Context: an optimization exercise on an open-source flow, tuned for small area, a short achievable clock period and few clock cycles per item. The choices shown serve that exercise and are no tape-out recipe.
RTL that was checked went through simulation tests only; none was proved equivalent to the original.

==> 11-17: inputs <==
## nn_top
module nn_top #(
  parameter int data_w = 16,
  parameter int frac_w = 8
) (
  input  wire                clk,
  input  wire                rst_n,
  input  wire                in_valid_w1,
  input  wire                in_valid_w2,
  input  wire                in_valid_d,
  input  wire  [data_w-1:0]  weight1,
  input  wire  [data_w-1:0]  weight2,
  input  wire  [data_w-1:0]  data_point,
  output logic               out_valid,
  output logic [data_w-1:0]  out
);
Settings: LEC_CHECK=0, CAP_MARGIN=20, CORE_MARGIN=2, CORE_UTILIZATION=40, CTS_BUF_LIST=sky130_fd_sc_hd__clkbuf_4 sky130_fd_sc_hd__clkbuf_8, SLEW_MARGIN=20; clock period 12.0 ns.
standard.sh (not shown) runs the stock make flow with config.mk's settings and CLKGATE_MAP_FILE= SYNTH_SCRIPT=/design/flow/synth_recipe.tcl, a recipe that flattens the netlist after the stock synthesis.
==> flow/flow/run.sh <==
#!/bin/bash
set -euo pipefail
M=7.0
B="-buffer_cell sky130_fd_sc_hd__buf_2"
R=orfs/results/sky130hd/nn_top/base
bash standard.sh SETUP_SLACK_MARGIN=$M "BUFFER_PORTS_ARGS=$B" synth > synth_flow.log 2>&1
cp $R/1_2_yosys.v $R/1_2_yosys_orig.v
python3 flow/fa_polarity.py $R/1_2_yosys_orig.v $R/1_2_yosys_fapol.v > fa_polarity.log 2>&1
python3 flow/out_adder.py $R/1_2_yosys_fapol.v $R/1_2_yosys_oadd.v > out_adder.log 2>&1
cp $R/1_2_yosys_oadd.v $R/1_2_yosys.v
rm -f $R/1_synth.odb $R/1_synth.sdc
bash standard.sh SETUP_SLACK_MARGIN=$M "BUFFER_PORTS_ARGS=$B" finish > standard_flow.log 2>&1
Other scripts of this flow, unchanged in this note and not shown: flow/flow/fa_polarity.py, flow/flow/out_adder.py
==> 12-14: changes against 11-17 <==
==> flow/flow/run.sh (replaced) <==
#!/bin/bash
set -euo pipefail
M=7.4
R=orfs/results/sky130hd/nn_top/base
bash standard.sh SETUP_SLACK_MARGIN=$M synth > synth_flow.log 2>&1
cp $R/1_2_yosys.v $R/1_2_yosys_orig.v
python3 flow/fa_polarity.py $R/1_2_yosys_orig.v $R/1_2_yosys_fapol.v > fa_polarity.log 2>&1
python3 flow/out_adder.py $R/1_2_yosys_fapol.v $R/1_2_yosys_oadd.v > out_adder.log 2>&1
cp $R/1_2_yosys_oadd.v $R/1_2_yosys.v
rm -f $R/1_synth.odb $R/1_synth.sdc
bash standard.sh SETUP_SLACK_MARGIN=$M finish > standard_flow.log 2>&1
--- a/flow/config.mk
+++ b/flow/config.mk
@@ -9,4 +9,3 @@
 export CORE_MARGIN = 2
-export CORE_UTILIZATION = 40
-export CTS_BUF_LIST = sky130_fd_sc_hd__clkbuf_4 sky130_fd_sc_hd__clkbuf_8
+export CORE_UTILIZATION = 60
 export SLEW_MARGIN = 20
==> comparison <==
Of 11-17 and 12-14, 11-17 has the higher worst hold slack (gap 0.0011 ns).
In synthesized area, 11-17 and 12-14 do not differ.
Between 11-17 and 12-14, the lower global-route usage is in 11-17 (gap 12 points).
Testbench counts of 11-17, summed over its fixed seeds: cycles 22,400, inferences 3,200.
Testbench counts of 12-14, summed over its fixed seeds: cycles 22,400, inferences 3,200.


==> trial 57: inputs <==
Starting RTL as in the previous note.
==> module nn_operand_store, before the edit <==
module nn_operand_store #(
  parameter int data_w = 16
) (
  input  wire                                         clk,
  input  wire                                         rst_n,
  input  wire                                         in_valid_w1,
  input  wire                                         in_valid_w2,
  input  wire                                         in_valid_d,
  input  wire                                         rot_d,
  input  wire  [data_w-1:0]                           weight1,
  input  wire  [data_w-1:0]                           weight2,
  input  wire  [data_w-1:0]                           data_point,
  output logic [nn_pkg::n_w1-1:0][data_w-1:0]         w1,
  output logic [nn_pkg::n_hid-1:0][data_w-1:0]        w2,
  output logic [nn_pkg::n_in-1:0][data_w-1:0]         d,
  output logic [nn_pkg::n_w1-1:0]                     w1_ok,
  output logic [nn_pkg::n_hid-1:0]                    w2_ok,
  output logic [nn_pkg::n_in-1:0]                     d_ok,
  output logic                                        d3_ok_hold,  
  output logic [data_w-1:0]                           d3_next      
);
  assign d3_next = in_valid_d ? data_point : (rot_d ? d[0] : d[nn_pkg::n_in-1]);
  assign d3_ok_hold = rot_d ? d_ok[0] : d_ok[nn_pkg::n_in-1];
  always_ff @(posedge clk) begin
    if (in_valid_w1) begin
      w1 <= {weight1, w1[nn_pkg::n_w1-1:1]};
    end
  end
  always_ff @(posedge clk) begin
    if (in_valid_w2) begin
      w2 <= {weight2, w2[nn_pkg::n_hid-1:1]};
    end
  end
  always_ff @(posedge clk) begin
    if (in_valid_d || rot_d) begin
      d <= {d3_next, d[nn_pkg::n_in-1:1]};
    end
  end
  always_ff @(posedge clk or negedge rst_n) begin
    if (!rst_n) begin
      w1_ok <= '0;
      w2_ok <= '0;
      d_ok  <= '0;
    end else begin
      if (in_valid_w1) begin
        w1_ok <= {1'b1, w1_ok[nn_pkg::n_w1-1:1]};
      end
      if (in_valid_w2) begin
        w2_ok <= {1'b1, w2_ok[nn_pkg::n_hid-1:1]};
      end
      if (in_valid_d || rot_d) begin
        d_ok <= {(in_valid_d | d_ok[0]), d_ok[nn_pkg::n_in-1:1]};
      end
    end
  end
endmodule
==> flow/config.mk <==
export PLATFORM = sky130hd
export DESIGN_NAME = nn_top
export DESIGN_NICKNAME = nn_top
export VERILOG_FILES = /design/flow/design.v
export SDC_FILE = /design/flow/constraint.sdc
export NUM_CORES = 4
export LEC_CHECK = 0
export CAP_MARGIN = 20
export CORE_MARGIN = 2
export CORE_UTILIZATION = 40
export CTS_BUF_LIST = sky130_fd_sc_hd__clkbuf_8 sky130_fd_sc_hd__clkbuf_16
export PLACE_DENSITY = 0.75
export SLEW_MARGIN = 20
==> flow/constraint.sdc <==
create_clock -name core_clock -period 12.0 [get_ports {clk}]
set_input_delay 2.4000 -clock core_clock [delete_from_list [all_inputs] [get_ports {clk}]]
set_output_delay 2.4000 -clock core_clock [all_outputs]
set_load 0.01 [all_outputs]
==> flow/flow/run.sh <==
#!/bin/bash
set -euo pipefail
M=7.0
B="-buffer_cell sky130_fd_sc_hd__buf_2"
R=orfs/results/sky130hd/nn_top/base
bash standard.sh SETUP_SLACK_MARGIN=$M "BUFFER_PORTS_ARGS=$B" synth > synth_flow.log 2>&1
cp $R/1_2_yosys.v $R/1_2_yosys_orig.v
python3 flow/fa_polarity.py $R/1_2_yosys_orig.v $R/1_2_yosys_fapol.v > fa_polarity.log 2>&1
python3 flow/out_adder.py $R/1_2_yosys_fapol.v $R/1_2_yosys_oadd.v > out_adder.log 2>&1
cp $R/1_2_yosys_oadd.v $R/1_2_yosys.v
rm -f $R/1_synth.odb $R/1_synth.sdc
bash standard.sh SETUP_SLACK_MARGIN=$M "BUFFER_PORTS_ARGS=$B" finish > standard_flow.log 2>&1
Other scripts of this flow, unchanged in this note and not shown: flow/flow/fa_polarity.py, flow/flow/out_adder.py
==> build 95 (differences from trial 57) <==
--- a/flow/design.v
+++ b/flow/design.v
@@ -176,23 +176,31 @@
       d <= {d3_next, d[nn_pkg::n_in-1:1]};
     end
   end
+  logic [3:0] n1;
+  logic [1:0] n2;
   always_ff @(posedge clk or negedge rst_n) begin
     if (!rst_n) begin
-      w1_ok <= '0;
-      w2_ok <= '0;
-      d_ok  <= '0;
+      n1   <= '0;
+      n2   <= '0;
+      d_ok <= '0;
     end else begin
-      if (in_valid_w1) begin
-        w1_ok <= {1'b1, w1_ok[nn_pkg::n_w1-1:1]};
+      if (in_valid_w1 && n1 != 4'(nn_pkg::n_w1)) begin
+        n1 <= n1 + 4'd1;
       end
-      if (in_valid_w2) begin
-        w2_ok <= {1'b1, w2_ok[nn_pkg::n_hid-1:1]};
+      if (in_valid_w2 && n2 != 2'(nn_pkg::n_hid)) begin
+        n2 <= n2 + 2'd1;
       end
       if (in_valid_d || rot_d) begin
         d_ok <= {(in_valid_d | d_ok[0]), d_ok[nn_pkg::n_in-1:1]};
       end
     end
   end
+  for (genvar k = 0; k < nn_pkg::n_w1; k++) begin : g_w1_ok
+    assign w1_ok[k] = (n1 >= 4'(nn_pkg::n_w1 - k));
+  end
+  for (genvar k = 0; k < nn_pkg::n_hid; k++) begin : g_w2_ok
+    assign w2_ok[k] = (n2 >= 2'(nn_pkg::n_hid - k));
+  end
 endmodule
 `default_nettype wire
 `timescale 1ns/1ps
--- a/flow/config.mk
+++ b/flow/config.mk
@@ -8,6 +8,5 @@
 export CAP_MARGIN = 20
 export CORE_MARGIN = 2
 export CORE_UTILIZATION = 40
-export CTS_BUF_LIST = sky130_fd_sc_hd__clkbuf_8 sky130_fd_sc_hd__clkbuf_16
 export PLACE_DENSITY = 0.75
 export SLEW_MARGIN = 20
==> build 81 (differences from trial 57) <==
--- a/flow/config.mk
+++ b/flow/config.mk
@@ -8,6 +8,7 @@
 export CAP_MARGIN = 20
 export CORE_MARGIN = 2
 export CORE_UTILIZATION = 40
-export CTS_BUF_LIST = sky130_fd_sc_hd__clkbuf_8 sky130_fd_sc_hd__clkbuf_16
+export CTS_CLUSTER_DIAMETER = 60
+export CTS_CLUSTER_SIZE = 30
 export PLACE_DENSITY = 0.75
 export SLEW_MARGIN = 20
==> impl_summary.txt <==
----------------------------------------------------
[Cells and area]
  Clock Network Area Fraction ... 3.37%
  Buffer share of cell area ... 2.74%
  Clock buffer count in the final layout ... 42

[Outcome]
  Outcome ... complete, no violations

[Synth]
  Average instance area after synthesis ... 11.6 µm²

[Global route]
  GR Util All Layers ... 20.8%

[Critical path]
  Crit path from ... u_hidden.g_lane[1].u_lane.two[4]

[Floorplanning]
  Chip width ... 304 µm

----------------------------------------------------
Source of the figures above: build 81

==> impl_summary.txt <==
----------------------------------------------------
[Outcome]
  Outcome ... complete, no violations

[Global route]
  GR Util All Layers ... 20.9%

[Floorplanning]
  Chip width ... 304 µm

[Cells and area]
  Clock buffer count in the final layout ... 67
  Clock Network Area Fraction ... 4.44%
  Buffer share of cell area ... 2.84%

----------------------------------------------------
Source of the figures above: build 95

==> impl_summary.txt <==
----------------------------------------------------
[Critical path]
  Crit path from ... u_hidden.g_lane[0].u_lane.two[0]
  Critical Path Max Stage Delay ... 0.54 ns

[Outcome]
  Outcome ... complete, no violations

[Cells and area]
  Fraction of area in multi-input gates ... 51.9%
  Clock buffer count in the final layout ... 62
  Clock Network Area Fraction ... 4.61%
  Buffer share of cell area ... 2.27%

[Floorplanning]
  Chip width ... 304 µm

[Global route]
  GR Util All Layers ... 20.9%

----------------------------------------------------
Source of the figures above: trial 57

Testbench counts of trial 57, summed over its fixed seeds: cycles 22,400, inferences 3,200.
Testbench counts of build 81, summed over its fixed seeds: cycles 22,400, inferences 3,200.
For build 95, only the layout was checked, not whether the RTL still works.

## afterwards: timing with drivers on the ports
The flow's constraints put no driver on any port. The routed layouts listed below were extracted and timed again, unchanged, in two steps. Step 1 (the two cells are an assumption about what drives the block):
set clk [get_ports {clk}]
set_driving_cell -lib_cell sky130_fd_sc_hd__clkbuf_16 $clk
set_driving_cell -lib_cell sky130_fd_sc_hd__buf_2 [delete_from_list [all_inputs] $clk]
Step 2 times the ports against the registers' clock, not the clock port: input delays grow and output delays shrink by t, the midpoint of the rising clock arrivals with the driver on. Three values: ideal, step 1, step 2; two values: the first two.
run | shift t [ns] | slack for setup (ns) | worst data-port slew with drivers (ns)
11-17 | 0.752 | 7.118 / 7.056 / 7.120 | 0.06
12-14 | 0.696 | 7.034 / 7.034 / 7.034 | 0.05
trial 57 | 0.674 | 7.054 / 7.054 / 7.054 | 0.04
build 95 | 0.695 | 7.085 / 7.051 / 7.085 | 0.05
build 81 | 0.647 | 7.058 / 7.052 / 7.058 | 0.04
After both steps setup and hold are still met in every run listed.
